This is an optimization exercise on Yosys and OpenROAD, whose aim is small area, a short achievable clock period and few clock cycles per item, not a production implementation.
RTL that was checked went through simulation tests only; none was proved equivalent to the original.
Function not checked in runs 5 and 6: the RTL went through the layout flow alone.

==> flow/design.v <==
`timescale 1ns/1ps
package pe_pkg;
    typedef struct packed {
        logic [8-1:0]   idx;
        logic [16-1:0] delta;
    } pe_event_t;
    typedef logic [16-1:0] vertex_val_t;
    typedef struct packed {
        logic [16-1:0] addr;
        logic                  write;
        logic [32-1:0] wdata;
    } bus_req_t;
    typedef union packed {
        logic [1:0][15:0]           rowptr;
        logic [3:0][8-1:0]  colidx;
    } edge_word_t;
endpackage
`timescale 1ns/1ps
module pe_top
(
    input  logic                  clk_i,
    input  logic                  rst_i,
    input  logic [8+16-1:0] ev_i,
    input  logic                  ev_valid_i,
    output logic                  ev_ready_o,
    output logic [8+16-1:0] pro_o,
    output logic                  pro_valid_o,
    input  logic                  pro_ready_i,
    output logic [16-1:0] paddr_o,
    output logic                  pwrite_o,
    output logic [32-1:0] pwdata_o,
    output logic                  psel_o,
    output logic                  penable_o,
    input  logic [32-1:0] prdata_i,
    input  logic                  pready_i
);
    localparam int DS = 2;
    localparam int DN = 16 / DS;
    localparam logic [2:0] K_RP0 = 3'd0;
    localparam logic [2:0] K_RP1 = 3'd1;
    localparam logic [2:0] K_VR  = 3'd2;
    localparam logic [2:0] K_VW  = 3'd3;
    localparam logic [2:0] K_COL = 3'd4;
    localparam logic [2:0] PH_IDLE = 3'd0;
    localparam logic [2:0] PH_RP0  = 3'd1;
    localparam logic [2:0] PH_RP1  = 3'd2;
    localparam logic [2:0] PH_VR   = 3'd3;
    localparam logic [2:0] PH_POST = 3'd4;
    logic        eb_free_q;
    logic [7:0]  eb_idx_q;
    logic [15:0] eb_delta_q;
    logic        accept;
    logic        eb_release;
    logic        above;
    assign ev_ready_o = eb_free_q;
    assign accept     = ev_valid_i && eb_free_q;
    assign above      = (eb_delta_q > 16'd64);
    logic [2:0]  ph_q;
    logic        vw_done_q;
    logic        col_pend_q;
    logic        col_first_q;
    logic        ptr_wait_q;
    logic        ptr_eval_q;
    logic        div_need_q;
    logic [1:0]  vr_stage_q;
    logic [15:0] ps_q;
    logic [15:0] pe_q;
    logic        psel_q;
    logic        pen_q;
    logic [15:0] paddr_q;
    logic        pwrite_q;
    logic [15:0] pwdata_q;
    logic [2:0]  kind_q;
    logic        tf_first_q;
    logic [1:0]  tf_eoff_q;
    logic        div_busy_q;
    logic        div_full_q;
    logic [3:0] div_cnt_q;
    logic [15:0] div_d_q;
    logic [15:0] div_r_q;
    logic [15:0] div_q_q;
    logic [1:0]       cb_v_q;
    logic [1:0][31:0] cb_data_q;
    logic [1:0][1:0]  cb_pos_q;
    logic [1:0][1:0]  cb_eoff_q;
    logic [1:0]       cb_first_q;
    logic             cb_rd_q;
    logic             cb_wr_q;
    logic        pro_valid_q;
    logic [7:0]  pro_idx_q;
    logic [15:0] pro_delta_q;
    logic        bus_free;
    logic        xfer_end;
    logic        inflight_col;
    logic        slot_ok;
    logic        col_can;
    logic        vw_can;
    logic        issue;
    logic [2:0]  issue_kind;
    logic [15:0] issue_addr;
    logic [13:0] ps_w_inc;
    logic        col_last;
    logic        div_free;
    assign xfer_end     = pen_q && pready_i;
    assign bus_free     = !psel_q || xfer_end;
    assign inflight_col = psel_q && (kind_q == K_COL);
    assign slot_ok      = ({1'b0, cb_v_q[0]} + {1'b0, cb_v_q[1]} + {1'b0, inflight_col}) < 2'd2;
    assign col_can      = (ph_q == PH_POST) && col_pend_q && !div_need_q && slot_ok;
    assign vw_can       = (ph_q == PH_POST) && !vw_done_q && !ptr_wait_q && !div_need_q
                          && (vr_stage_q != 2'd0);
    assign ps_w_inc     = ps_q[15:2] + 14'd1;
    assign col_last     = ({1'b0, ps_w_inc, 2'b00} >= {1'b0, pe_q});
    assign div_free     = !div_busy_q && !div_full_q;
    always_comb
    begin
        issue      = 1'b0;
        issue_kind = K_VR;
        issue_addr = {8'h00, eb_idx_q};
        case (ph_q)
            PH_IDLE:
            begin
                issue = !eb_free_q;
                if (above)
                begin
                    issue_kind = K_RP0;
                    issue_addr = {8'h01, 1'b0, eb_idx_q[7:1]};
                end
            end
            PH_RP0:
            begin
                issue      = 1'b1;
                issue_kind = K_RP0;
                issue_addr = {8'h01, 1'b0, eb_idx_q[7:1]};
            end
            PH_RP1:
            begin
                issue      = 1'b1;
                issue_kind = K_RP1;
                issue_addr = {8'h01, {1'b0, eb_idx_q[7:1]} + 8'd1};
            end
            PH_VR:
                issue = 1'b1;
            PH_POST:
            begin
                if (col_can)
                begin
                    issue      = 1'b1;
                    issue_kind = K_COL;
                    issue_addr = {2'b00, ps_q[15:2]} + 16'h0200;
                end
                else if (vw_can)
                begin
                    issue      = 1'b1;
                    issue_kind = K_VW;
                end
            end
            default: ;
        endcase
    end
    logic do_issue;
    assign do_issue   = bus_free && issue;
    assign eb_release = do_issue && (issue_kind == K_VW);
    always_ff @(posedge clk_i)
    begin
        if (rst_i)
        begin
            eb_free_q   <= 1'b1;
            ph_q        <= PH_IDLE;
            psel_q      <= 1'b0;
            pen_q       <= 1'b0;
            vw_done_q   <= 1'b0;
            col_pend_q  <= 1'b0;
            ptr_wait_q  <= 1'b0;
            ptr_eval_q  <= 1'b0;
            div_need_q  <= 1'b0;
            vr_stage_q  <= 2'd0;
        end
        else
        begin
            if (accept)
                eb_free_q <= 1'b0;
            else if (eb_release)
                eb_free_q <= 1'b1;
            if (do_issue)
            begin
                psel_q <= 1'b1;
                pen_q  <= 1'b0;
            end
            else if (psel_q && !pen_q)
                pen_q <= 1'b1;
            else if (xfer_end)
            begin
                psel_q <= 1'b0;
                pen_q  <= 1'b0;
            end
            if (do_issue)
            begin
                case (ph_q)
                    PH_IDLE:
                    begin
                        vw_done_q  <= 1'b0;
                        vr_stage_q <= 2'd0;
                        ptr_wait_q <= above;
                        if (above)
                            ph_q <= eb_idx_q[0] ? PH_RP1 : PH_VR;
                        else
                            ph_q <= PH_POST;
                    end
                    PH_RP0:  ph_q <= eb_idx_q[0] ? PH_RP1 : PH_VR;
                    PH_RP1:  ph_q <= PH_VR;
                    PH_VR:   ph_q <= PH_POST;
                    PH_POST:
                    begin
                        if (issue_kind == K_VW)
                        begin
                            vw_done_q <= 1'b1;
                            if (!col_pend_q)
                                ph_q <= PH_IDLE;
                        end
                        else
                        begin
                            col_pend_q <= !col_last;
                            if (col_last && vw_done_q)
                                ph_q <= PH_IDLE;
                        end
                    end
                    default: ph_q <= PH_IDLE;
                endcase
            end
            ptr_eval_q <= 1'b0;
            if (xfer_end && ((kind_q == K_RP1) || ((kind_q == K_RP0) && !eb_idx_q[0])))
                ptr_eval_q <= 1'b1;
            if (ptr_eval_q)
            begin
                ptr_wait_q <= 1'b0;
                col_pend_q <= (pe_q != ps_q);
                div_need_q <= (pe_q != ps_q);
            end
            if (div_need_q && div_free)
                div_need_q <= 1'b0;
            if (xfer_end && (kind_q == K_VR))
                vr_stage_q <= 2'd1;
            else if (vr_stage_q == 2'd1)
                vr_stage_q <= 2'd2;
        end
    end
    always_ff @(posedge clk_i)
    begin
        if (do_issue)
        begin
            paddr_q  <= issue_addr;
            pwrite_q <= (issue_kind == K_VW);
            kind_q   <= issue_kind;
        end
        if (do_issue && (issue_kind == K_COL))
        begin
            ps_q[15:2] <= ps_w_inc;
            tf_first_q <= col_first_q;
            tf_eoff_q  <= col_last ? (pe_q[1:0] - 2'd1) : 2'd3;
            col_first_q <= 1'b0;
        end
        if (ptr_eval_q)
            col_first_q <= 1'b1;
        if (xfer_end)
        begin
            case (kind_q)
                K_RP0:
                begin
                    if (eb_idx_q[0])
                        ps_q <= prdata_i[31:16];
                    else
                    begin
                        ps_q <= prdata_i[15:0];
                        pe_q <= prdata_i[31:16];
                    end
                end
                K_RP1: pe_q <= prdata_i[15:0];
                K_VR:  pwdata_q <= prdata_i[15:0];
                default: ;
            endcase
        end
        if (vr_stage_q == 2'd1)
            pwdata_q <= pwdata_q + eb_delta_q;
        if (accept)
        begin
            eb_idx_q   <= ev_i[23:16];
            eb_delta_q <= ev_i[15:0];
        end
    end
    assign paddr_o   = paddr_q;
    assign pwrite_o  = pwrite_q;
    assign pwdata_o  = {16'h0000, pwdata_q};
    assign psel_o    = psel_q;
    assign penable_o = pen_q;
    logic [23:0] damped;
    logic        div_load;
    logic        share_take;
    logic [15:0] st_r [0:DS];
    logic [15:0] st_q [0:DS];
    logic [16:0] st_t [0:DS-1];
    logic [16:0] st_s [0:DS-1];
    assign damped   = {8'd0, eb_delta_q} * 24'd217;
    assign div_load = div_need_q && div_free;
    always_comb
    begin
        st_r[0] = div_r_q;
        st_q[0] = div_q_q;
        for (int i = 0; i < DS; i++)
        begin
            st_t[i] = {st_r[i], st_q[i][15]};
            st_s[i] = st_t[i] - {1'b0, div_d_q};
            if (!st_s[i][16])
            begin
                st_r[i+1] = st_s[i][15:0];
                st_q[i+1] = {st_q[i][14:0], 1'b1};
            end
            else
            begin
                st_r[i+1] = st_t[i][15:0];
                st_q[i+1] = {st_q[i][14:0], 1'b0};
            end
        end
    end
    always_ff @(posedge clk_i)
    begin
        if (rst_i)
        begin
            div_busy_q <= 1'b0;
            div_full_q <= 1'b0;
        end
        else
        begin
            if (div_load)
                div_busy_q <= 1'b1;
            else if (div_busy_q && (div_cnt_q == 4'(DN - 1)))
            begin
                div_busy_q <= 1'b0;
                div_full_q <= 1'b1;
            end
            if (share_take)
                div_full_q <= 1'b0;
        end
    end
    always_ff @(posedge clk_i)
    begin
        if (div_load)
        begin
            div_d_q   <= pe_q - ps_q;
            div_r_q   <= 16'd0;
            div_q_q   <= damped[23:8];
            div_cnt_q <= '0;
        end
        else if (div_busy_q)
        begin
            div_r_q   <= st_r[DS];
            div_q_q   <= st_q[DS];
            div_cnt_q <= div_cnt_q + 1'b1;
        end
    end
    logic       h_v;
    logic [31:0] h_data;
    logic [1:0] h_pos;
    logic [1:0] h_eoff;
    logic       h_first;
    logic       load;
    logic       cap;
    logic [7:0] h_byte;
    assign h_v     = cb_v_q[cb_rd_q];
    assign h_data  = cb_data_q[cb_rd_q];
    assign h_pos   = cb_pos_q[cb_rd_q];
    assign h_eoff  = cb_eoff_q[cb_rd_q];
    assign h_first = cb_first_q[cb_rd_q];
    assign h_byte  = h_data[8*h_pos +: 8];
    assign load    = h_v && (!pro_valid_q || pro_ready_i) && (!h_first || div_full_q);
    assign share_take = load && h_first;
    assign cap     = xfer_end && (kind_q == K_COL);
    always_ff @(posedge clk_i)
    begin
        if (rst_i)
        begin
            cb_v_q      <= 2'b00;
            cb_rd_q     <= 1'b0;
            cb_wr_q     <= 1'b0;
            pro_valid_q <= 1'b0;
        end
        else
        begin
            if (load && (h_pos == h_eoff))
            begin
                cb_v_q[cb_rd_q] <= 1'b0;
                cb_rd_q         <= !cb_rd_q;
            end
            if (cap)
            begin
                cb_v_q[cb_wr_q] <= 1'b1;
                cb_wr_q         <= !cb_wr_q;
            end
            if (load)
                pro_valid_q <= 1'b1;
            else if (pro_ready_i)
                pro_valid_q <= 1'b0;
        end
    end
    always_ff @(posedge clk_i)
    begin
        if (load)
        begin
            cb_pos_q[cb_rd_q]   <= h_pos + 2'd1;
            cb_first_q[cb_rd_q] <= 1'b0;
            pro_idx_q           <= h_byte;
            if (h_first)
                pro_delta_q <= div_q_q;
        end
        if (cap)
        begin
            cb_data_q[cb_wr_q]  <= prdata_i;
            cb_pos_q[cb_wr_q]   <= tf_first_q ? ps_q[1:0] : 2'd0;
            cb_eoff_q[cb_wr_q]  <= tf_eoff_q;
            cb_first_q[cb_wr_q] <= tf_first_q;
        end
    end
    assign pro_o       = {pro_idx_q, pro_delta_q};
    assign pro_valid_o = pro_valid_q;
endmodule
==> flow/run.sh <==
#!/bin/bash
# synth_recipe.tcl (not shown) runs the flow's synth.tcl, then flattens the netlist and writes it again
# the make line also repeats each setting of config.mk as NAME=value (left out here)
make -C /OpenROAD-flow-scripts/flow DESIGN_CONFIG=/design/flow/config.mk WORK_HOME=/design/flow/orfs CLKGATE_MAP_FILE= SYNTH_SCRIPT=/design/flow/synth_recipe.tcl finish
==> flow/config.mk <==
export PLATFORM = sky130hd
export DESIGN_NAME = pe_top
export DESIGN_NICKNAME = pe_top
export VERILOG_FILES = /design/flow/design.v
export SDC_FILE = /design/flow/constraint.sdc
export NUM_CORES = 4
export LEC_CHECK = 0
export CAP_MARGIN = 20
export CORE_MARGIN = 2
export CORE_UTILIZATION = 40
export SLEW_MARGIN = 20
==> flow/constraint.sdc <==
create_clock -name core_clock -period 36.0 [get_ports {clk_i}]
set_input_delay 7.2000 -clock core_clock [delete_from_list [all_inputs] [get_ports {clk_i}]]
set_output_delay 7.2000 -clock core_clock [all_outputs]
set_load 0.01 [all_outputs]
==> impl_metrics.py, run 1 <==
metrics = {
    "run_status": {
        "status": "complete, no violations",
    },
    "worst_hold_path": {
        "hold_path.class": "reg -> reg",
    },
    "critical_path": {
        "reg2reg_from": "div_q_q[15]",
        "worstSetupEndpoint": "ph_q[0]",
        "critical_path_arrival_ps": 9460,
        "r2r_slack_ps": 29900,
        "timing.rr.end": "div_q_q[0]",
        "crit_required_ps": 36510,
        "rr_worst_depth": 20,
        "critPathLaunchType": "primary input",
        "crit_type": "in -> reg",
        "cp-end-kind": "flop",
        "critPathMaxFanout": 21,
        "startpoint": "pready_i",
    },
    "drt": {
        "dr_total_vias": 11730,
        "drt_iter0_drc": 636,
        "ant_nets": 0,
        "drt_first_pass_iters": 5,
        "drcViolationCount": 0,
        "routed_wl_mm": 41.04,
        "wl_per_cell_um": 18.22,
        "viasPerCell": 5.208,
    },
    "synthesis": {
        "syn_inst": 1571,
        "synth-xor-area-share": 0.05182,
        "synth_adder_area_share": 0.1644,
        "synthesis.area_sq_mm": 0.01659,
        "yosysTopAreaCellShare": 0.3693,
        "synth_cell_type_count": 76,
        "synth_compound_area_frac": 0.1262,
        "ys_ff_latch": 265,
        "synth.avg_cell_area_sq_um": 10.56,
        "synth.area.mux_share": 0.04911,
        "yosysTopAreaCell": "edfxtp_1",
        "dominantRegCellSynth": "edfxtp_1",
        "yosysSeqAreaShare": 0.4429,
        "synth_top_family_by_area": "adder cells",
        "yosys_warnings": 5,
        "synth_simple_gate_area_share": 0.1001,
        "synth.area.top_cells": "edfxtp_1 37%, ha_1 12%, dfxtp_1 7.4%",
        "synth-edff-count": 204,
        "async_flop_share": 0,
    },
    "cells_and_area": {
        "finalNetCount": 1952,
        "final_layout_size_suffix_gt1_frac": 0.06566,
        "antenna-diode-count": 0,
        "areaGrowthSynthToFinish_pct": 16.29,
        "final_common_cell": "edfxtp_1",
        "layout_common_cells": "204 x edfxtp_1, 202 x inv_1, 154 x ha_1",
    },
    "global_route": {
        "met1_usage": 0.2522,
        "globalRouteTotalUtil": 0.1898,
        "grt_overflow_total": 0,
        "grt_start_max_net_pins": 41,
        "grt_use_met2": 0.3275,
        "antenna_found_initial": 0,
        "grt_pass1_vias": 11910,
        "grtUsageMet3": 0.02814,
        "top_usage_layer": "met2",
        "grt_first_pass_wirelength_mm": 64.83,
    },
    "place": {
        "gp_congestion": 0.8778,
        "io_buffer_count": 120,
        "dp_hpwl_mm": 31.98,
    },
    "cts": {
        "clk_pin_slew_ps": 60,
        "cts_num_sinks": 265,
        "cts_tree": "yes",
        "hold_buffers": 0,
        "h-tree-depth": 1,
        "clockBufferDepth": 3,
        "cts_resized": 0,
        "post_cts_buffers": 0,
        "cts_root_buf": "clkbuf_16",
        "numCtsBuffers": 30,
        "clock_latency_ps": 610,
    },
    "timing": {
        "finalCriticalPeriod_ps": 8944,
        "drv_slew": 0,
        "rsz0062_at_grt": "false",
        "clock_skew_ps": 56.31,
        "hold_violations": 0,
        "setup_tns_ps": 0,
        "relSlewSlack": 0.3238,
        "worst-slew-pin-transition_ps": 1005,
        "max_freq_mhz": 111.8,
        "setup_viol": 0,
        "min_period_over_period": 0.2485,
    },
    "die": {
        "pin_count": 138,
        "die_area_sq_mm": 0.04311,
        "initial_core_util": 0.4053,
        "die_y_um": 207.6,
        "rows": 74,
        "fp.coreArea_sq_mm": 0.04092,
        "die_w_um": 207.6,
    },
    "job": {
        "maxCapViolations": 0,
    },
}
## cells by family after synthesis
group           count (synthesis)
fa+ha+maj                     194
xor+xnor                       96
other cells                     1
simple gates                  349
buf+inv                       259
compound gates                329
mux                            78
flops                         265
## cell usage after synthesis (all sizes together) (11+ instances only)
cell type / n
edfxtp: 204
a21o: 24
xor2: 24
clkbuf: 27
o21ai: 114
xnor2: 72
nor3: 27
dfxtp: 61
mux2: 27
nor2: 80
a221oi: 18
inv: 203
a211oi: 12
a21oi: 76
nor2b: 11
nand2b: 13
buf: 26
ha: 154
and3: 12
o21a: 13
nand3: 28
and2: 15
o31ai: 12
nand2: 116
fa: 40
mux2i: 51
## critical path, stage by stage
cell and delay (ps):
clkdlybuf4s50_1 460, nand2_1 240, nand2_1 150, o31ai_1 230, inv_1 620, or3_1 470
o31ai_1 70
## layout make-up
cell class | count | area (sq um)
multi-input combinational | 1063 | 8257
clock inverter | 17 | 142.6
clock buffer | 39 | 804.5
sequential | 265 | 7347
timing repair buffer | 132 | 1304
tap | 532 | 665.6
fill | 3823 | 21630
inverter | 205 | 769.5
## metrics by stage
step	hold WS (ps)	setup slack (ps)	area, sq um	util	std cells
floorplan	409.0	25500	16650	-	1587
finish	446.1	27060	19290	0.4714	2253
global placement	414.5	26520	18310	0.4474	2196
detailed placement	420.8	26460	18310	0.4474	2196
global route	458.9	26840	19290	0.4714	2253
CTS	438.8	27080	19260	0.4706	2252
## worst min-delay path by stage
stage,startpoint,end,slack (ps),cells after the start
after floorplan,col_first_q,tf_first_q,410,0
after global placement,col_first_q,tf_first_q,410,0
after detailed placement,col_first_q,tf_first_q,420,0
after CTS,col_first_q,tf_first_q,440,0
after global routing,col_first_q,tf_first_q,460,0
final,col_first_q,tf_first_q,450,0
## per-layer routing
layer  share of wire  vias up
met5               0        -
met4           0.018        0
met3           0.056       49
met2            0.48      300
met1            0.44     5608
li1                -     5777
Testbench counts, summed over its fixed seeds: cycles 13,447, items 1,200.
==> inputs of run 2 (changes only) <==
--- a/flow/design.v
+++ b/flow/design.v
@@ -36,3 +36,3 @@
 );
-    localparam int DS = 2;
+    localparam int DS = 4;
     localparam int DN = 16 / DS;
==> run 2 against run 1 <==
Effect of this change: clock skew down 28 ps; via count is 19% higher; register-to-register slack got worse by 7200 ps; critical path depth rose by 39; highest routed layer unchanged.
==> impl_metrics.py, run 2 <==
metrics = {
    "synthesis": {
        "async_flop_share": 0,
        "synth.area.top_cells": "edfxtp_1 33%, ha_1 13%, dfxtp_1 6.7%",
        "yosysTopAreaCell": "edfxtp_1",
        "yosys_warnings": 5,
        "syn_inst": 1803,
        "yosysSeqAreaShare": 0.4002,
        "synth-edff-count": 204,
        "ys_ff_latch": 265,
        "dominantRegCellSynth": "edfxtp_1",
        "synth_common_cells": "204 x edfxtp_1, 187 x ha_1, 171 x inv_1",
        "synthesis.area_sq_mm": 0.01836,
        "yosysTopAreaCellShare": 0.3337,
        "synth.avg_cell_area_sq_um": 10.18,
        "post-synth-top-count-cell": "edfxtp_1",
        "synth_cell_type_count": 81,
    },
    "cells_and_area": {
        "postLayoutCoreUtil": 0.4691,
        "final_layout_size_suffix_gt1_frac": 0.06927,
        "antenna-diode-count": 0,
        "finalNetCount": 2214,
        "final_common_cell": "edfxtp_1",
        "layout_common_cells": "204 x edfxtp_1, 187 x ha_1, 170 x inv_1",
        "areaGrowthSynthToFinish_pct": 15.97,
        "fin_cells": 2549,
        "design_area_sq_mm": 0.02129,
    },
    "cts": {
        "cts_resized": 0,
        "post_cts_buffers": 0,
        "hold_buffers": 0,
        "cts_tree": "yes",
        "clock_latency_ps": 590,
        "numCtsBuffers": 31,
        "clk_pin_slew_ps": 60,
        "cts_root_buf": "clkbuf_16",
        "cts_num_sinks": 265,
        "clockBufferDepth": 3,
        "h-tree-depth": 1,
    },
    "global_route": {
        "grt_overflow_total": 0,
        "grt_pass1_vias": 13410,
        "grt_start_max_net_pins": 40,
        "globalRouteTotalUtil": 0.2068,
        "grt_first_pass_wirelength_mm": 76.80,
        "antenna_found_initial": 0,
    },
    "timing": {
        "relSlewSlack": 0.2974,
        "min_period_over_period": 0.3682,
        "setup_viol": 0,
        "fin_ws_ps": 22750,
        "whs_ps": 435.4,
        "drv_slew": 0,
        "clock_skew_ps": 28.49,
        "rsz0062_at_grt": "false",
        "finalCriticalPeriod_ps": 13250,
        "setup_tns_ps": 0,
        "max_freq_mhz": 75.45,
        "hold_violations": 0,
        "worst-slew-pin-transition_ps": 1047,
    },
    "critical_path": {
        "critPathLaunchType": "flop",
        "cp-end-kind": "flop",
        "crit_required_ps": 36430,
        "critPathMaxFanout": 21,
        "cp_slowest_cell": "xnor2_1",
        "path_delay_family": "compound AO/OA/AOI/OAI gates",
        "crit_type": "reg -> reg",
        "critPathMaxStageDelay_ps": 760,
        "crit_buf_inv": 6,
        "critical_path_arrival_ps": 13680,
    },
    "place": {
        "dp_hpwl_mm": 38.72,
        "io_buffer_count": 120,
        "dp.cells": 2491,
        "pre_cts_slack_ps": 22990,
        "gp_congestion": 0.9145,
        "place_area_sq_mm": 0.02024,
    },
    "die": {
        "rows": 78,
        "die_w_um": 218.2,
        "fp.coreArea_sq_mm": 0.04538,
        "die_y_um": 218.2,
        "initial_core_util": 0.4045,
        "pin_count": 138,
        "die_area_sq_mm": 0.04762,
    },
    "run_status": {
        "status": "complete, no violations",
    },
    "drt": {
        "drcViolationCount": 0,
        "drt_iter0_drc": 941,
        "routed_wl_mm": 49.44,
        "ant_nets": 0,
        "dr_total_vias": 13930,
        "drt_first_pass_iters": 5,
        "wl_per_cell_um": 19.39,
        "viasPerCell": 5.464,
    },
    "job": {
        "maxCapViolations": 0,
    },
    "worst_hold_path": {
        "hold_path.class": "reg -> reg",
    },
}
-- run 2: cell count changes after synthesis, sizes merged, moves of 15 or more --
cell    previous run  this run
xor2              24        46
a22oi              4        20
inv              203       172
clkbuf            27        42
a21oi             76        94
nand2            116       143
mux2i             51        27
ha               154       187
-- run 2: worst paths after layout --
path | from | end | slack [ps] | cells after the start
setup / recovery | div_d_q[1] | div_r_q[7] | 22750 | 46
hold / removal | col_first_q | tf_first_q | 440 | 0
setup reg to reg | div_d_q[1] | div_r_q[7] | 22750 | 46
hold reg to reg | col_first_q | tf_first_q | 440 | 0
-- run 2: cell type report --
class                      count  area, sq um
fill                        4253        24090
multi-input combinational   1314        10140
sequential                   265         7347
timing repair buffer         137         1341
clock buffer                  48        940.9
tap                          600        750.7
inverter                     175        656.9
clock inverter                10        107.6
-- run 2: metal layers --
layer / part of all wire / global-route usage
met1: 0.45 / 0.2838
met4: 0.021 / 0.05147
met2: 0.48 / 0.3483
met5: 0 / 0
met3: 0.048 / 0.02255
-- run 2: cell families (layout without fill, tap and decap cells) --
group,count (synthesis),after routing,share of synthesized area
fa+ha+maj,229,229,0.1733
simple gates,434,434,0.1141
mux,57,57,0.03333
compound gates,446,446,0.1617
other cells,1,17,0.0002043
flops,265,265,0.4002
xor+xnor,131,131,0.06414
buf+inv,240,370,0.05296
Testbench counts of run 2, summed over its fixed seeds: cycles 12,599, items 1,200.
==> inputs of run 3 (changes only) <==
--- a/flow/design.v
+++ b/flow/design.v
@@ -36,3 +36,3 @@
 );
-    localparam int DS = 4;
+    localparam int DS = 2;
     localparam int DN = 16 / DS;
@@ -236,5 +236,6 @@
                 col_pend_q <= (pe_q != ps_q);
-                div_need_q <= (pe_q != ps_q);
             end
-            if (div_need_q && div_free)
+            if (ptr_eval_q && (pe_q != ps_q) && !div_free)
+                div_need_q <= 1'b1;
+            else if (div_free)
                 div_need_q <= 1'b0;
@@ -301,4 +302,12 @@
     logic [16:0] st_s [0:DS-1];
+    logic [15:0] num;
+    logic [15:0] deg;
+    logic        skip8;
+    logic        skip4;
     assign damped   = {8'd0, eb_delta_q} * 24'd217;
-    assign div_load = div_need_q && div_free;
+    assign num      = damped[23:8];
+    assign deg      = pe_q - ps_q;
+    assign skip8    = ({8'd0, num[15:8]} < deg);
+    assign skip4    = ({12'd0, num[15:12]} < deg);
+    assign div_load = (div_need_q || (ptr_eval_q && (pe_q != ps_q))) && div_free;
     always_comb
@@ -347,6 +356,21 @@
         begin
-            div_d_q   <= pe_q - ps_q;
-            div_r_q   <= 16'd0;
-            div_q_q   <= damped[23:8];
-            div_cnt_q <= '0;
+            div_d_q   <= deg;
+            if (skip8)
+            begin
+                div_r_q   <= {8'd0, num[15:8]};
+                div_q_q   <= {num[7:0], 8'd0};
+                div_cnt_q <= 4'(8 / DS);
+            end
+            else if (skip4)
+            begin
+                div_r_q   <= {12'd0, num[15:12]};
+                div_q_q   <= {num[11:0], 4'd0};
+                div_cnt_q <= 4'(4 / DS);
+            end
+            else
+            begin
+                div_r_q   <= 16'd0;
+                div_q_q   <= num;
+                div_cnt_q <= '0;
+            end
         end
==> flow/flow/run.sh (new file) <==
#!/bin/bash
set -euo pipefail
export SETUP_SLACK_MARGIN=28
bash standard.sh > std_flow.log 2>&1
==> flow/standard.sh (new file) <==
#!/bin/bash
# synth_recipe.tcl (not shown) runs the flow's synth.tcl, then flattens the netlist and writes it again
# the make line also repeats each setting of config.mk as NAME=value (left out here)
make -C /OpenROAD-flow-scripts/flow DESIGN_CONFIG=/design/flow/config.mk WORK_HOME=/design/flow/orfs CLKGATE_MAP_FILE= SYNTH_SCRIPT=/design/flow/synth_recipe.tcl "${@:-finish}"
removed: flow/run.sh
==> run 3 against run 2 <==
Effect of this change: cell count fell by 5.8%; non-clock buffer count rose by 33; critical path type is now reg -> out.
==> impl_metrics.py, run 3 <==
metrics = {
    "run_status": {
        "status": "complete, no violations",
    },
    "synthesis": {
        "ys_ff_latch": 265,
        "synthesis.area_sq_mm": 0.01745,
        "synth.area.top_cells": "edfxtp_1 39%, ha_1 12%, dfxtp_1 4.7%",
        "yosys_warnings": 5,
        "synth-edff-count": 224,
        "synth_cell_type_count": 83,
        "async_flop_share": 0,
        "dominantRegCellSynth": "edfxtp_1",
        "post-synth-top-count-cell": "edfxtp_1",
        "yosysTopAreaCell": "edfxtp_1",
        "yosysTopAreaCellShare": 0.3854,
        "yosysSeqAreaShare": 0.4325,
        "synth_common_cells": "224 x edfxtp_1, 171 x ha_1, 157 x inv_1",
        "synth.avg_cell_area_sq_um": 10.69,
        "syn_inst": 1632,
    },
    "global_route": {
        "globalRouteTotalUtil": 0.2033,
        "grt_overflow_total": 0,
        "grt_start_max_net_pins": 37,
        "antenna_found_initial": 1,
        "grt_pass1_vias": 12580,
        "grt_first_pass_wirelength_mm": 71.44,
    },
    "cells_and_area": {
        "areaGrowthSynthToFinish_pct": 17.70,
        "design_area_sq_mm": 0.02054,
        "final_common_cell": "edfxtp_1",
        "fin_cells": 2400,
        "ff_latch_area_sq_mm": 0.007560,
        "nFillCells": 3974,
        "antenna-diode-count": 0,
        "finalNetCount": 2057,
        "layout_common_cells": "224 x edfxtp_1, 171 x ha_1, 153 x inv_1",
        "multi_input_area_sq_mm": 0.009264,
        "final_layout_size_suffix_gt1_frac": 0.1416,
    },
    "timing": {
        "worst-slew-pin-transition_ps": 1010,
        "relSlewSlack": 0.3075,
        "clock_skew_ps": 24.83,
        "drv_slew": 0,
        "setup_viol": 0,
        "max_freq_mhz": 119.1,
        "min_period_over_period": 0.2332,
        "finalCriticalPeriod_ps": 8396,
        "setup_tns_ps": 0,
        "hold_violations": 0,
        "rsz0062_at_grt": "true",
    },
    "drt": {
        "routed_wl_mm": 45.99,
        "met3_length_mm": 2.534,
        "wl_met1_mm": 21.05,
        "wl_met2_mm": 21.44,
        "drt_iter0_drc": 843,
        "top_layer": "met4",
        "wl_per_cell_um": 19.16,
        "drcViolationCount": 0,
        "drt_first_pass_iters": 5,
        "viasPerCell": 5.375,
        "ant_nets": 0,
        "dr_total_vias": 12900,
    },
    "critical_path": {
        "critPathMaxFanout": 2,
        "critPathLaunchType": "flop",
        "path_cells": "buf_2",
        "critPathMaxStageDelay_ps": 440,
        "crit_required_ps": 28800,
        "crit_buf_inv": 1,
        "path_delay_family": "flip-flops",
        "crit_type": "reg -> out",
        "critical_path_arrival_ps": 1200,
        "cp_slowest_cell": "edfxtp_1",
        "cp-end-kind": "primary output",
    },
    "place": {
        "dp_hpwl_mm": 34.92,
        "gp_congestion": 0.8810,
        "dp.cells": 2304,
        "place_area_sq_mm": 0.01940,
        "io_buffer_count": 120,
    },
    "cts": {
        "hold_buffers": 0,
        "clk_pin_slew_ps": 60,
        "clockBufferDepth": 3,
        "cts_root_buf": "clkbuf_16",
        "cts_num_sinks": 265,
        "clock_latency_ps": 580,
        "h-tree-depth": 1,
        "numCtsBuffers": 29,
        "cts_tree": "yes",
    },
    "die": {
        "die_area_sq_mm": 0.04532,
        "initial_core_util": 0.4051,
        "pin_count": 138,
        "rows": 76,
        "die_w_um": 212.9,
        "die_y_um": 212.9,
        "fp.coreArea_sq_mm": 0.04308,
    },
    "job": {
        "maxCapViolations": 0,
    },
    "worst_hold_path": {
        "hold_path.class": "reg -> reg",
    },
}
[run 3: cell types whose count changed in the layout (fill, tap and decap cells not counted), moves of 14 or more]
cell,change
ha_1,-16
and3_1,-14
dfxtp_1,-24
edfxtp_1,+20
buf_4,+29
clkdlybuf4s50_1,-63
mux2i_1,+24
buf_2,+53
xnor2_1,-14
inv_1,-17
nand2_1,-60
[run 3: layout make-up]
class / instances / area share
multi-input combinational: 1163 / 0.4510
sequential: 265 / 0.3680
timing repair buffer: 170 / 0.06761
clock buffer: 32 / 0.03588
tap: 585 / 0.03563
inverter: 160 / 0.02973
clock inverter: 22 / 0.01103
timing repair inverter: 3 / 0.001096
[run 3: cells by family after synthesis]
family                   count (synthesis)  share of synthesized area
AO/OA/AOI/OAI                          371                     0.1416
XOR/XNOR                               113                    0.05714
adder cells (fa/ha/maj)                204                     0.1605
buffers and inverters                  222                    0.05313
flip-flops                             265                     0.4325
multiplexers                            83                    0.04990
other                                    1                  0.0002149
AND/OR/NAND/NOR                        373                     0.1051
[run 3: path summary, 6_finish.rpt]
path	slack [ps]	startpoint	to	depth (start not counted)
setup / recovery	27600	pwdata_q[11]	pwdata_o[11]	1
hold / removal	440	col_first_q	tf_first_q	0
setup reg to reg	28520	eb_delta_q[4]	div_r_q[2]	24
hold reg to reg	440	col_first_q	tf_first_q	0
[run 3: stage by stage]
step | hold WS, ps | setup WS, ps | utilization
2_1_floorplan | 409.0 | 27540 | -
5_1_grt | 457.2 | 27570 | 0.4769
4_1_cts | 438.4 | 27590 | 0.4748
6_report | 442.6 | 27600 | 0.4769
3_5_place_dp | 417.9 | 26570 | 0.4504
3_3_place_gp | 422.0 | 26540 | 0.4497
[run 3: metal layers]
metal  vias up  GRT usage
met5         -          0
met1      6268     0.2876
li1       6224          -
met3        52    0.02589
met4         0    0.05209
met2       357     0.3299
[run 3: what timing repair did]
action | CTS | global route
cloned | 5 | 0
buffers inserted | 30 | 7
hold endpoints to repair | 0 | 0
endpoints found under the setup margin | 264 | 70
pin swaps | 6 | 1
resized for setup | 271 | 6
Testbench counts of run 3, summed over its fixed seeds: cycles 11,999, items 1,200.
==> inputs of run 4 (changes only) <==
==> flow/run.sh (new file) <==
#!/bin/bash
# synth_recipe.tcl (not shown) runs the flow's synth.tcl, then flattens the netlist and writes it again
# the make line also repeats each setting of config.mk as NAME=value (left out here)
make -C /OpenROAD-flow-scripts/flow DESIGN_CONFIG=/design/flow/config.mk WORK_HOME=/design/flow/orfs CLKGATE_MAP_FILE= SYNTH_SCRIPT=/design/flow/synth_recipe.tcl finish
removed: flow/flow/run.sh
removed: flow/standard.sh
==> run 4 against run 3 <==
Effect of this change: still clean on timing, DRC and antenna; worst setup slack got worse by 450 ps; synthesized cell count is the same; routed wire length down 3.4%; utilization is 0.75 points lower; first-iteration DRC count increased by 2.8%; hold slack better by 2.3 ps; critical path type unchanged; largest cell class unchanged.
==> impl_metrics.py, run 4 <==
metrics = {
    "critical_path": {
        "crit_required_ps": 28800,
        "path_cells": "clkdlybuf4s50_1",
        "critPathMaxFanout": 4,
        "crit_buf_inv": 1,
        "critPathMaxStageDelay_ps": 600,
        "cp-end-kind": "primary output",
        "r2r_slack_ps": 28350,
        "critPathLaunchType": "flop",
        "cp_slowest_cell": "clkdlybuf4s50_1",
        "path_delay_family": "buffers and inverters",
        "crit_type": "reg -> out",
        "critical_path_arrival_ps": 1650,
    },
    "global_route": {
        "grt_overflow_total": 0,
        "antenna_found_initial": 0,
        "grt_first_pass_wirelength_mm": 69.45,
        "globalRouteTotalUtil": 0.1969,
        "grt_start_max_net_pins": 41,
        "grt_pass1_vias": 12390,
    },
    "die": {
        "pin_count": 138,
        "die_y_um": 212.9,
        "rows": 76,
        "die_w_um": 212.9,
        "initial_core_util": 0.4051,
        "fp.coreArea_sq_mm": 0.04308,
        "die_area_sq_mm": 0.04532,
    },
    "synthesis": {
        "yosysSeqAreaShare": 0.4325,
        "async_flop_share": 0,
        "synth_compound_area_frac": 0.1416,
        "post-synth-top-count-cell": "edfxtp_1",
        "synth_top_family_by_area": "adder cells",
        "ys_ff_latch": 265,
        "synthesis.area_sq_mm": 0.01745,
        "synth_simple_gate_area_share": 0.1051,
        "synth_adder_area_share": 0.1605,
        "synth_cell_type_count": 83,
        "synth.avg_cell_area_sq_um": 10.69,
        "yosysTopAreaCellShare": 0.3854,
        "synth.area.mux_share": 0.04990,
        "syn_inst": 1632,
        "synth-xor-area-share": 0.05714,
        "yosys_warnings": 5,
        "synth_common_cells": "224 x edfxtp_1, 171 x ha_1, 157 x inv_1",
        "synth-edff-count": 224,
        "yosysTopAreaCell": "edfxtp_1",
        "dominantRegCellSynth": "edfxtp_1",
        "synth.area.top_cells": "edfxtp_1 39%, ha_1 12%, dfxtp_1 4.7%",
    },
    "drt": {
        "wl_per_cell_um": 18.83,
        "routed_wl_mm": 44.42,
        "drt_first_pass_iters": 6,
        "ant_nets": 0,
        "viasPerCell": 5.369,
        "drt_iter0_drc": 867,
        "dr_total_vias": 12670,
        "drcViolationCount": 0,
    },
    "timing": {
        "min_period_over_period": 0.2458,
        "clock_skew_ps": 24.29,
        "relSlewSlack": 0.3406,
        "drv_slew": 0,
        "setup_viol": 0,
        "whs_ps": 444.9,
        "finalCriticalPeriod_ps": 8848,
        "hold_violations": 0,
        "rsz0062_at_grt": "false",
        "setup_tns_ps": 0,
        "worst-slew-pin-transition_ps": 961.6,
        "max_freq_mhz": 113.0,
    },
    "cells_and_area": {
        "ff_latch_area_sq_mm": 0.007547,
        "layout_common_cells": "224 x edfxtp_1, 171 x ha_1, 157 x inv_1",
        "final_layout_size_suffix_gt1_frac": 0.06821,
        "multi_input_area_sq_mm": 0.009077,
        "antenna-diode-count": 0,
        "areaGrowthSynthToFinish_pct": 15.84,
        "final_common_cell": "edfxtp_1",
        "nFillCells": 3965,
        "finalNetCount": 2016,
    },
    "cts": {
        "cts_root_buf": "clkbuf_16",
        "post_cts_buffers": 0,
        "hold_buffers": 0,
        "h-tree-depth": 1,
        "cts_tree": "yes",
        "clockBufferDepth": 3,
        "cts_num_sinks": 265,
        "clk_pin_slew_ps": 60,
        "numCtsBuffers": 29,
        "cts_resized": 0,
        "clock_latency_ps": 580,
    },
    "worst_hold_path": {
        "hold_path.class": "reg -> reg",
    },
    "place": {
        "gp_congestion": 0.9012,
        "io_buffer_count": 120,
        "dp_hpwl_mm": 34.48,
    },
    "job": {
        "maxCapViolations": 0,
    },
    "run_status": {
        "status": "complete, no violations",
    },
}
run 4: cell counts after synthesis:
No cell type changed its count.
run 4: layer usage:
layer,up-vias,track usage,part of all wire
li1,6147,-,-
met1,6140,0.2746,0.46
met2,326,0.3242,0.46
met3,53,0.02721,0.056
met4,0,0.04630,0.021
met5,-,0,0
run 4: layout make-up:
cell class | instances | area share
Multi-Input combinational cell | 1161 | 0.4490
Sequential cell | 265 | 0.3733
Timing Repair Buffer | 134 | 0.06560
Clock buffer | 46 | 0.04109
Tap cell | 585 | 0.03620
Inverter | 160 | 0.02971
Clock inverter | 8 | 0.005075
run 4: cell families after synthesis:
logic type	Yosys count
and+or+nand+nor	373
AOI/OAI and AO/OA	371
DFF	265
buffers and inverters	222
adders and majority gates	204
xor gates and xnor gates	113
muxes	83
other	1
run 4: metrics by stage:
step | std cells | cell area (sq um) | setup slack (ps) | util
after detailed placement | 2304 | 19240 | 26620 | 0.4467
after CTS | 2358 | 20170 | 27140 | 0.4683
after global placement | 2304 | 19240 | 26680 | 0.4467
after global routing | 2359 | 20220 | 27040 | 0.4693
after floorplan | 1648 | 17510 | 25500 | -
final | 2359 | 20220 | 27150 | 0.4693
run 4: worst reg2reg max path: stages (launching register included):
cell and delay (ps):
edfxtp_1 540, inv_1 80, ha_1 360, xor2_1 170
ha_1 190, a21o_1 170, fa_1 500, inv_1 50
fa_1 540, inv_1 50, ha_1 330, o21ai_0 100
o21ai_1 250, a41oi_2 210, a211o_1 380, a21oi_1 220
a41o_1 240, a21oi_1 90, xnor2_1 420, inv_1 170
ha_1 330, nand4_1 100, o31ai_1 560, nand4_1 490
nor2_2 620, a22oi_1 220, o211ai_1 140
run 4: final timing paths:
path                  from         end  cells past startpoint
max              eb_free_q  ev_ready_o                      1
min            col_first_q  tf_first_q                      0
max reg2reg  eb_delta_q[3]  div_r_q[3]                     26
min reg2reg    col_first_q  tf_first_q                      0
==> inputs of run 5 (changes only) <==
--- a/flow/design.v
+++ b/flow/design.v
@@ -111,3 +111,3 @@
     assign ps_w_inc     = ps_q[15:2] + 14'd1;
-    assign col_last     = ({1'b0, ps_w_inc, 2'b00} >= {1'b0, pe_q});
+    assign col_last     = (pe_q[1:0] == 2'd0) ? (ps_w_inc == pe_q[15:2]) : (ps_q[15:2] == pe_q[15:2]);
     assign div_free     = !div_busy_q && !div_full_q;
@@ -306,3 +306,5 @@
     logic        skip4;
-    assign damped   = {8'd0, eb_delta_q} * 24'd217;
+    logic [20:0] d31;
+    assign d31      = {eb_delta_q, 5'd0} - {5'd0, eb_delta_q};
+    assign damped   = {d31, 3'd0} - {3'd0, d31};
     assign num      = damped[23:8];
@@ -376,7 +378,8 @@
         end
-        else if (div_busy_q)
+        else
         begin
             div_r_q   <= st_r[DS];
-            div_q_q   <= st_q[DS];
             div_cnt_q <= div_cnt_q + 1'b1;
+            if (div_busy_q)
+                div_q_q <= st_q[DS];
         end
==> flow/flow/run.sh (new file) <==
#!/bin/bash
set -euo pipefail
export SETUP_SLACK_MARGIN=27.7
bash standard.sh > std_flow.log 2>&1
==> flow/standard.sh (new file) <==
#!/bin/bash
# synth_recipe.tcl (not shown) runs the flow's synth.tcl, then flattens the netlist and writes it again
# the make line also repeats each setting of config.mk as NAME=value (left out here)
make -C /OpenROAD-flow-scripts/flow DESIGN_CONFIG=/design/flow/config.mk WORK_HOME=/design/flow/orfs CLKGATE_MAP_FILE= SYNTH_SCRIPT=/design/flow/synth_recipe.tcl "${@:-finish}"
--- a/flow/config.mk
+++ b/flow/config.mk
@@ -9,3 +9,3 @@
 export CORE_MARGIN = 2
-export CORE_UTILIZATION = 40
+export CORE_UTILIZATION = 60
 export SLEW_MARGIN = 20
removed: flow/run.sh
==> run 5 against run 4 <==
Effect of this change: utilization is 23 points higher; area after synthesis is 3.2% lower; largest cell class unchanged; highest routed layer is now met5.
==> impl_metrics.py, run 5 <==
metrics = {
    "synthesis": {
        "yosys_warnings": 5,
        "synthesis.area_sq_mm": 0.01689,
        "yosysTopAreaCellShare": 0.3628,
        "async_flop_share": 0,
        "ys_ff_latch": 265,
        "synth-edff-count": 204,
        "yosysTopAreaCell": "edfxtp_1",
        "syn_inst": 1698,
        "synth.area.top_cells": "edfxtp_1 36%, ha_1 7.9%, dfxtp_1 7.2%",
        "yosysSeqAreaShare": 0.4351,
        "synth.avg_cell_area_sq_um": 9.945,
        "synth_common_cells": "204 x edfxtp_1, 178 x nand2_1, 117 x inv_1",
        "synth_cell_type_count": 104,
        "dominantRegCellSynth": "edfxtp_1",
        "post-synth-top-count-cell": "edfxtp_1",
    },
    "cts": {
        "numCtsBuffers": 29,
        "clock_latency_ps": 560,
        "cts_root_buf": "clkbuf_16",
        "cts_num_sinks": 265,
        "clockBufferDepth": 3,
        "cts_tree": "yes",
        "h-tree-depth": 1,
        "clk_pin_slew_ps": 60,
        "hold_buffers": 0,
    },
    "worst_hold_path": {
        "hold_path.class": "reg -> reg",
        "hold_path_depth": 0,
    },
    "global_route": {
        "grt_overflow_total": 0,
        "grt_first_pass_wirelength_mm": 68.48,
        "globalRouteTotalUtil": 0.2980,
        "antenna_found_initial": 5,
        "grt_start_max_net_pins": 44,
        "grt_pass1_vias": 13070,
    },
    "run_status": {
        "status": "complete, no violations",
    },
    "cells_and_area": {
        "finalNetCount": 2015,
        "areaGrowthSynthToFinish_pct": 15.11,
        "fin_cells": 2245,
        "antenna-diode-count": 0,
        "multi_input_area_sq_mm": 0.008942,
        "nFillCells": 2192,
        "final_common_cell": "edfxtp_1",
        "final_layout_size_suffix_gt1_frac": 0.1430,
        "layout_common_cells": "204 x edfxtp_1, 175 x nand2_1, 114 x inv_1",
        "ff_latch_area_sq_mm": 0.007361,
    },
    "critical_path": {
        "critPathMaxStageDelay_ps": 460,
        "path_cells": "buf_2",
        "rr_worst_depth": 25,
        "r2r_slack_ps": 28260,
        "cp_slowest_cell": "edfxtp_1",
        "path_delay_family": "flip-flops",
        "path_depth": 1,
        "critical_path_arrival_ps": 1200,
        "critPathLaunchType": "flop",
        "crit_required_ps": 28800,
        "critPathMaxFanout": 2,
        "crit_type": "reg -> out",
        "cp-end-kind": "primary output",
        "crit_buf_inv": 1,
    },
    "timing": {
        "setup_tns_ps": 0,
        "hold_violations": 0,
        "fin_ws_ps": 27600,
        "drv_slew": 0,
        "rsz0062_at_grt": "true",
        "min_period_over_period": 0.2332,
        "finalCriticalPeriod_ps": 8396,
        "clock_skew_ps": 20.61,
        "worst-slew-pin-transition_ps": 1071,
        "relSlewSlack": 0.2810,
        "max_freq_mhz": 119.1,
        "setup_viol": 0,
    },
    "drt": {
        "viasPerCell": 6.020,
        "drcViolationCount": 0,
        "drt_iter0_drc": 971,
        "dr_total_vias": 13520,
        "routed_wl_mm": 43.57,
        "drt_first_pass_iters": 5,
        "wl_per_cell_um": 19.41,
        "ant_nets": 0,
    },
    "die": {
        "die_w_um": 171.8,
        "pin_count": 138,
        "die_y_um": 171.8,
        "initial_core_util": 0.6078,
        "fp.coreArea_sq_mm": 0.02778,
        "die_area_sq_mm": 0.02950,
        "rows": 61,
    },
    "job": {
        "maxCapViolations": 0,
    },
    "place": {
        "dp_hpwl_mm": 32.21,
        "gp_congestion": 0.9174,
        "pre_cts_slack_ps": 26470,
        "io_buffer_count": 120,
        "dp.cells": 2155,
    },
}
run 5: changes by cell type in the layout (fill, tap and decap cells not counted), moves of 20 or more:
cell,before,now
edfxtp_1,224,204
nand2_1,89,175
fa_1,33,4
nand3_1,28,53
buf_4,13,40
clkdlybuf4s50_1,120,58
buf_2,0,56
inv_1,157,114
mux2i_1,51,30
ha_1,171,106
run 5: layer usage:
layer	track usage	vias up	routed length [um]
met3	0.05223	91	3313
met1	0.3955	6434	18370
met5	0	-	12
met2	0.4971	465	20330
met4	0.09828	2	1548
li1	-	6524	-
run 5: path summary, 6_finish.rpt:
kind / start / end
max: pwdata_q[14] / pwdata_o[14]
min: div_q_q[1] / pro_delta_q[1]
max reg2reg: eb_delta_q[1] / div_q_q[7]
min reg2reg: div_q_q[1] / pro_delta_q[1]
run 5: area by class of cell:
| cell class | count | share of cell area |
|---|---|---|
| inverters | 119 | 0.02317 |
| flip-flops and latches | 265 | 0.3787 |
| clock buffers | 37 | 0.04042 |
| multi-input cells | 1265 | 0.4601 |
| well taps | 378 | 0.02433 |
| clock inverters | 17 | 0.006695 |
| repair inverters | 1 | 0.0003862 |
| repair buffers | 163 | 0.06624 |
run 5: stage by stage:
step	hold WS [ps]	util	cell area [sq um]
2_1_floorplan	401.3	-	17010
3_3_place_gp	417.1	0.6626	18410
3_5_place_dp	423.5	0.6626	18410
4_1_cts	426.7	0.6946	19300
5_1_grt	463.6	0.6996	19440
6_report	449.8	0.6996	19440
run 5: cell families after synthesis:
kind of cell,Yosys count,synth area share
xor gates and xnor gates,113,0.05987
buffers and inverters,185,0.04727
and+or+nand+nor,536,0.1569
muxes,71,0.05053
other,1,0.0002221
adders and majority gates,112,0.08454
AOI/OAI and AO/OA,415,0.1655
DFF,265,0.4351
run 5: worst reg2reg max path: cells and delay by family, from the launching register on:
family / cells / cell delay, ps
adder cells (fa/ha/maj): 4 / 1370
multiplexers: 1 / 380
AO/OA/AOI/OAI: 10 / 2470
flip-flops: 1 / 470
AND/OR/NAND/NOR: 5 / 1560
XOR/XNOR: 2 / 860
buffers and inverters: 3 / 490
run 5: repair_timing:
item	CTS	global route
gates resized for setup	258	12
buffers inserted	25	9
cloned	2	0
setup endpoints to repair	243	102
pin swaps	4	1
==> inputs of run 6 (changes only) <==
--- a/flow/config.mk
+++ b/flow/config.mk
@@ -9,3 +9,3 @@
 export CORE_MARGIN = 2
-export CORE_UTILIZATION = 60
+export CORE_UTILIZATION = 75
 export SLEW_MARGIN = 20
==> run 6 against run 5 <==
Effect of this change: register-to-register slack got worse by 50 ps; count of clock-buffer cells in the layout down 6; hold slack got worse by 2.4 ps; synthesized cell count is the same; clock skew up 4.5 ps; via count is 10% higher; die area decreased by 20%; cell count shrank 4.4%; area after synthesis is the same; critical endpoint unchanged.
==> impl_metrics.py, run 6 <==
metrics = {
    "die": {
        "initial_core_util": 0.7690,
        "rows": 54,
        "die_y_um": 154.1,
        "fp.coreArea_sq_mm": 0.02196,
        "pin_count": 138,
        "die_area_sq_mm": 0.02373,
        "die_w_um": 154.1,
    },
    "synthesis": {
        "yosysTopAreaCell": "edfxtp_1",
        "synthesis.area_sq_mm": 0.01689,
        "synth_cell_type_count": 104,
        "syn_inst": 1698,
        "yosys_warnings": 5,
        "synth.area.top_cells": "edfxtp_1 36%, ha_1 7.9%, dfxtp_1 7.2%",
        "yosysTopAreaCellShare": 0.3628,
        "dominantRegCellSynth": "edfxtp_1",
        "ys_ff_latch": 265,
        "post-synth-top-count-cell": "edfxtp_1",
        "synth-edff-count": 204,
        "yosysSeqAreaShare": 0.4351,
        "synth_common_cells": "204 x edfxtp_1, 178 x nand2_1, 117 x inv_1",
        "async_flop_share": 0,
        "synth.avg_cell_area_sq_um": 9.945,
    },
    "drt": {
        "drt_first_pass_iters": 6,
        "viasPerCell": 6.946,
        "drcViolationCount": 0,
        "dr_total_vias": 14910,
        "wl_per_cell_um": 23.93,
        "ant_nets": 0,
        "drt_iter0_drc": 2098,
        "routed_wl_mm": 51.38,
    },
    "timing": {
        "setup_viol": 0,
        "hold_violations": 0,
        "clock_skew_ps": 25.14,
        "finalCriticalPeriod_ps": 8460,
        "min_period_over_period": 0.2350,
        "setup_tns_ps": 0,
        "relSlewSlack": 0.2581,
        "whs_ps": 447.4,
        "max_freq_mhz": 118.2,
        "rsz0062_at_grt": "true",
        "drv_slew": 0,
        "fin_ws_ps": 27540,
        "worst-slew-pin-transition_ps": 1111,
    },
    "place": {
        "gp_congestion": 0.9272,
        "io_buffer_count": 120,
        "pre_cts_slack_ps": 26380,
        "dp_hpwl_mm": 32.80,
        "dp.cells": 2056,
        "place_area_sq_mm": 0.01828,
    },
    "global_route": {
        "globalRouteTotalUtil": 0.4254,
        "antenna_found_initial": 1,
        "grt_first_pass_wirelength_mm": 78.87,
        "grt_start_max_net_pins": 44,
        "grt_overflow_total": 0,
        "grt_pass1_vias": 14750,
    },
    "cells_and_area": {
        "finalNetCount": 2017,
        "final_common_cell": "edfxtp_1",
        "final_layout_size_suffix_gt1_frac": 0.1436,
        "areaGrowthSynthToFinish_pct": 14.55,
        "fin_cells": 2147,
        "design_area_sq_mm": 0.01934,
        "layout_common_cells": "204 x edfxtp_1, 175 x nand2_1, 114 x inv_1",
        "postLayoutCoreUtil": 0.8809,
    },
    "cts": {
        "clockBufferDepth": 3,
        "cts_root_buf": "clkbuf_16",
        "hold_buffers": 0,
        "clk_pin_slew_ps": 70,
        "clock_latency_ps": 580,
        "cts_num_sinks": 265,
        "cts_tree": "yes",
        "h-tree-depth": 1,
        "numCtsBuffers": 27,
    },
    "worst_hold_path": {
        "hold_path.class": "reg -> reg",
        "worstHoldStart": "col_first_q",
    },
    "run_status": {
        "status": "complete, no violations",
    },
    "critical_path": {
        "crit_type": "reg -> out",
        "startpoint": "pwdata_q[14]",
        "crit_buf_inv": 1,
        "path_delay_family": "flip-flops",
        "reg2reg_from": "eb_delta_q[1]",
        "critPathLaunchType": "flop",
        "critPathMaxStageDelay_ps": 500,
        "path_cells": "buf_2",
        "critical_path_arrival_ps": 1260,
        "critPathMaxFanout": 2,
        "cp-end-kind": "primary output",
        "crit_required_ps": 28800,
        "cp_slowest_cell": "edfxtp_1",
    },
    "job": {
        "maxCapViolations": 0,
    },
}
==> run 6: kinds of logic (layout without fill, tap and decap cells) <==
kind of cell	after synthesis	count (layout)	synth area share
simple gates	536	539	0.1569
compound gates	415	415	0.1655
flops	265	265	0.4351
buf+inv	185	334	0.04727
xor+xnor	113	113	0.05987
fa+ha+maj	112	112	0.08454
mux	71	71	0.05053
other cells	1	18	0.0002221
==> run 6: cell type report <==
type / count / area [sq um]
well taps: 280 / 350.3
multi-input cells: 1267 / 8957
repair buffers: 165 / 1335
fillers: 1008 / 2615
clock buffers: 31 / 710.7
repair inverters: 1 / 7.507
clock inverters: 18 / 170.2
inverters: 119 / 450.4
flip-flops and latches: 265 / 7360
diodes: 1 / 2.502
==> run 6: per-layer routing <==
layer	vias up	routed length, um	GRT usage
li1	6529	-	-
met1	6889	17470	0.5078
met2	1168	23880	0.7156
met3	327	6287	0.09526
met4	0	3746	0.2403
met5	-	0	0
==> run 6: what timing repair did <==
action	CTS	global route
resized for setup	259	11
gates cloned	4	0
setup endpoints to repair	260	63
pin swaps	6	0
setup buffers	32	5
==> run 6: final timing paths <==
kind,depth (start not counted),endpoint,slack [ps]
worst max-delay path,1,pwdata_o[14],27540
worst min register to register,0,tf_first_q,450
worst max register to register,25,div_q_q[7],28210
worst min-delay path,0,tf_first_q,450
==> inputs of run 7 (changes only) <==
--- a/flow/design.v
+++ b/flow/design.v
@@ -64,3 +64,3 @@
     logic        div_need_q;
-    logic [1:0]  vr_stage_q;
+    logic        vr_done_q;
     logic [15:0] ps_q;
@@ -109,5 +109,5 @@
     assign vw_can       = (ph_q == PH_POST) && !vw_done_q && !ptr_wait_q && !div_need_q
-                          && (vr_stage_q != 2'd0);
+                          && (vr_done_q || (xfer_end && (kind_q == K_VR)));
     assign ps_w_inc     = ps_q[15:2] + 14'd1;
-    assign col_last     = (pe_q[1:0] == 2'd0) ? (ps_w_inc == pe_q[15:2]) : (ps_q[15:2] == pe_q[15:2]);
+    assign col_last     = ({1'b0, ps_w_inc, 2'b00} >= {1'b0, pe_q});
     assign div_free     = !div_busy_q && !div_full_q;
@@ -175,3 +175,3 @@
             div_need_q  <= 1'b0;
-            vr_stage_q  <= 2'd0;
+            vr_done_q   <= 1'b0;
         end
@@ -201,3 +201,3 @@
                         vw_done_q  <= 1'b0;
-                        vr_stage_q <= 2'd0;
+                        vr_done_q  <= 1'b0;
                         ptr_wait_q <= above;
@@ -242,5 +242,3 @@
             if (xfer_end && (kind_q == K_VR))
-                vr_stage_q <= 2'd1;
-            else if (vr_stage_q == 2'd1)
-                vr_stage_q <= 2'd2;
+                vr_done_q <= 1'b1;
         end
@@ -278,3 +276,3 @@
                 K_RP1: pe_q <= prdata_i[15:0];
-                K_VR:  pwdata_q <= prdata_i[15:0];
+                K_VR:  pwdata_q <= prdata_i[15:0] + eb_delta_q;
                 default: ;
@@ -282,4 +280,2 @@
         end
-        if (vr_stage_q == 2'd1)
-            pwdata_q <= pwdata_q + eb_delta_q;
         if (accept)
@@ -378,8 +374,7 @@
         end
-        else
+        else if (div_busy_q)
         begin
             div_r_q   <= st_r[DS];
+            div_q_q   <= st_q[DS];
             div_cnt_q <= div_cnt_q + 1'b1;
-            if (div_busy_q)
-                div_q_q <= st_q[DS];
         end
==> flow/flow/run.sh (replaced) <==
#!/bin/bash
set -euo pipefail
export SETUP_SLACK_MARGIN=28
bash standard.sh > std_flow.log 2>&1
--- a/flow/config.mk
+++ b/flow/config.mk
@@ -9,3 +9,3 @@
 export CORE_MARGIN = 2
-export CORE_UTILIZATION = 75
+export CORE_UTILIZATION = 40
 export SLEW_MARGIN = 20
==> run 7 against run 6 <==
Effect of this change: utilization shrank 39 points; fmax shrank 6.1%; sequential cell count shrank 1; critical path depth grew 14; via count shrank 17%; register-to-register slack gained 460 ps; critical path type is now in -> reg.
==> impl_metrics.py, run 7 <==
metrics = {
    "critical_path": {
        "critPathMaxFanout": 3,
        "cp-end-kind": "flop",
        "timing.rr.end": "div_q_q[12]",
        "critPathLaunchType": "primary input",
        "crit_required_ps": 36290,
        "critical_path_arrival_ps": 9300,
        "worstSetupEndpoint": "pwdata_q[14]",
        "startpoint": "prdata_i[0]",
        "reg2reg_from": "eb_delta_q[2]",
        "rr_worst_depth": 24,
        "crit_type": "in -> reg",
        "r2r_slack_ps": 28670,
    },
    "global_route": {
        "grt_overflow_total": 0,
        "grt_first_pass_wirelength_mm": 67.23,
        "globalRouteTotalUtil": 0.2022,
        "antenna_found_initial": 0,
        "grt_pass1_vias": 12430,
        "grt_start_max_net_pins": 42,
    },
    "synthesis": {
        "yosysTopAreaCell": "edfxtp_1",
        "async_flop_share": 0,
        "post-synth-top-count-cell": "edfxtp_1",
        "yosys_warnings": 5,
        "yosysTopAreaCellShare": 0.4105,
        "syn_inst": 1568,
        "synth.avg_cell_area_sq_um": 10.45,
        "dominantRegCellSynth": "edfxtp_1",
        "synth_cell_type_count": 78,
        "synth-edff-count": 224,
        "synthesis.area_sq_mm": 0.01639,
        "yosysSeqAreaShare": 0.4594,
        "ys_ff_latch": 264,
        "synth_common_cells": "224 x edfxtp_1, 138 x inv_1, 122 x ha_1",
        "synth.area.top_cells": "edfxtp_1 41%, ha_1 9.3%, dfxtp_1 4.9%",
    },
    "timing": {
        "max_freq_mhz": 111.0,
        "setup_viol": 0,
        "drv_slew": 0,
        "worst-slew-pin-transition_ps": 1043,
        "finalCriticalPeriod_ps": 9009,
        "hold_violations": 0,
        "clock_skew_ps": 8.009,
        "setup_tns_ps": 0,
        "min_period_over_period": 0.2502,
        "relSlewSlack": 0.3031,
        "whs_ps": 436.5,
        "rsz0062_at_grt": "true",
    },
    "die": {
        "die_y_um": 206.4,
        "fp.coreArea_sq_mm": 0.04065,
        "rows": 74,
        "die_area_sq_mm": 0.04260,
        "pin_count": 138,
        "initial_core_util": 0.4031,
        "die_w_um": 206.4,
    },
    "drt": {
        "drt_iter0_drc": 826,
        "ant_nets": 0,
        "wl_per_cell_um": 18.60,
        "drcViolationCount": 0,
        "dr_total_vias": 12380,
        "viasPerCell": 5.370,
        "drt_first_pass_iters": 5,
        "routed_wl_mm": 42.87,
    },
    "cells_and_area": {
        "fin_cells": 2305,
        "antenna-diode-count": 0,
        "final_common_cell": "edfxtp_1",
        "areaGrowthSynthToFinish_pct": 21.20,
        "final_layout_size_suffix_gt1_frac": 0.1692,
        "finalNetCount": 1938,
        "layout_common_cells": "224 x edfxtp_1, 134 x inv_1, 116 x ha_1",
    },
    "cts": {
        "clock_latency_ps": 550,
        "clk_pin_slew_ps": 60,
        "numCtsBuffers": 29,
        "cts_num_sinks": 264,
        "cts_tree": "yes",
        "cts_root_buf": "clkbuf_16",
        "h-tree-depth": 1,
        "clockBufferDepth": 3,
        "hold_buffers": 0,
    },
    "job": {
        "maxCapViolations": 0,
    },
    "place": {
        "dp.cells": 2187,
        "dp_hpwl_mm": 31.07,
        "io_buffer_count": 120,
        "gp_congestion": 0.8614,
    },
    "worst_hold_path": {
        "hold_path.class": "reg -> reg",
        "hold_path_depth": 0,
    },
    "run_status": {
        "status": "complete, no violations",
    },
}
## run 7: cell count changes after synthesis, sizes merged, moves of 12 or more
cell,change
o211ai,-12
nand3,-18
a221oi,+16
nand2,-87
o21ai,-22
inv,+20
dfxtp,-21
mux2i,+20
ha,+16
a21o,+19
edfxtp,+20
## run 7: cells by family (layout without fill, tap and decap cells)
logic type	count (synthesis)	after routing	synth area share
xor+xnor	123	123	0.06575
compound gates	389	390	0.1571
mux	81	81	0.05170
fa+ha+maj	126	126	0.09805
flops	264	264	0.4594
simple gates	385	385	0.1174
other cells	1	17	0.0002289
buf+inv	199	387	0.05040
## run 7: area by class of cell
| cell class | instances | area (sq um) |
|---|---|---|
| fill | 3661 | 20790 |
| multi-input combinational | 1122 | 8527 |
| sequential | 264 | 7540 |
| timing repair buffer | 194 | 1642 |
| clock buffer | 32 | 737.0 |
| tap | 532 | 665.6 |
| inverter | 139 | 533.0 |
| clock inverter | 21 | 209.0 |
| timing repair inverter | 1 | 7.507 |
## run 7: worst max-delay path, cell delays in order
cell	delay, ps
buf_8	80
ha_4	130
inv_2	40
fa_2	390
nor2b_2	170
o21ai_2	90
a21boi_2	190
o21ai_2	100
a21boi_2	160
o21ai_1	90
nand2b_1	100
a21o_1	110
a21o_1	180
a311o_1	180
o211ai_1	80
## run 7: worst min-delay path by stage
| stage | to | startpoint | slack, ps |
|---|---|---|---|
| 6_report | tf_first_q | col_first_q | 440 |
| 5_1_grt | tf_first_q | col_first_q | 440 |
| 4_1_cts | tf_first_q | col_first_q | 440 |
| 3_5_place_dp | tf_first_q | col_first_q | 420 |
| 3_3_place_gp | tf_first_q | col_first_q | 420 |
| 2_1_floorplan | tf_first_q | col_first_q | 410 |
## run 7: stage by stage
stage / setup slack, ps / instance area [sq um] / utilization
global route: 26880 / 19860 / 0.4886
floorplan: 26420 / 16630 / -
CTS: 27080 / 19550 / 0.4810
finish: 26990 / 19860 / 0.4886
global placement: 25780 / 18280 / 0.4498
detailed placement: 25750 / 18280 / 0.4498
## run 7: repair_timing
action | in CTS | in global routing
setup endpoints to repair | 294 | 184
setup buffers | 47 | 15
pin swaps | 32 | 15
resized for setup | 320 | 40
gates cloned | 3 | 0
hold endpoints to repair | 0 | 0
## run 7: metal layers
metal	global-route usage	up-vias	part of all wire	wire, um
met5	0	-	0	0
met4	0.05434	0	0.026	1096
met3	0.02586	60	0.040	1703
met2	0.3489	259	0.48	20750
met1	0.2667	5949	0.45	19330
li1	-	6111	-	-
Testbench counts of run 7, summed over its fixed seeds: cycles 11,587, items 1,200.

[what the ideal ports hide]
Ports are ideal in the flow. The routed layouts listed here were re-timed in OpenROAD.
Step 1 sets driving cells, clkbuf_16 on the clock port and buf_2 on the other inputs (assumed; they add their load-dependent delay and slew).
Step 2, shift: input delay + t, output delay - t, t = (earliest + latest rising clock arrival at the registers) / 2. This alone moves slack from input paths to output paths.
Slacks: ideal / step 1 / step 2; pairs: ideal / step 1.
run | t, ns | setup WS [ns] | worst register clock-pin slew, ns | worst data-port slew with drivers (ns)
run 1 | 0.629 | 27.056 / 27.037 / 26.454 | 0.07 / 0.07 | 0.04
run 2 | 0.633 | 22.746 / 22.746 / 22.746 | 0.07 / 0.07 | 0.07
run 3 | 0.617 | 27.604 / 27.551 / 27.437 | 0.07 / 0.07 | 0.07
run 4 | 0.613 | 27.152 / 27.103 / 26.602 | 0.06 / 0.06 | 0.07
run 5 | 0.602 | 27.604 / 27.551 / 27.129 | 0.07 / 0.07 | 0.06
run 6 | 0.615 | 27.540 / 27.491 / 27.193 | 0.07 / 0.07 | 0.09
run 7 | 0.601 | 26.991 / 26.990 / 26.389 | 0.06 / 0.06 | 0.07
After both steps setup and hold are still met in every run listed.
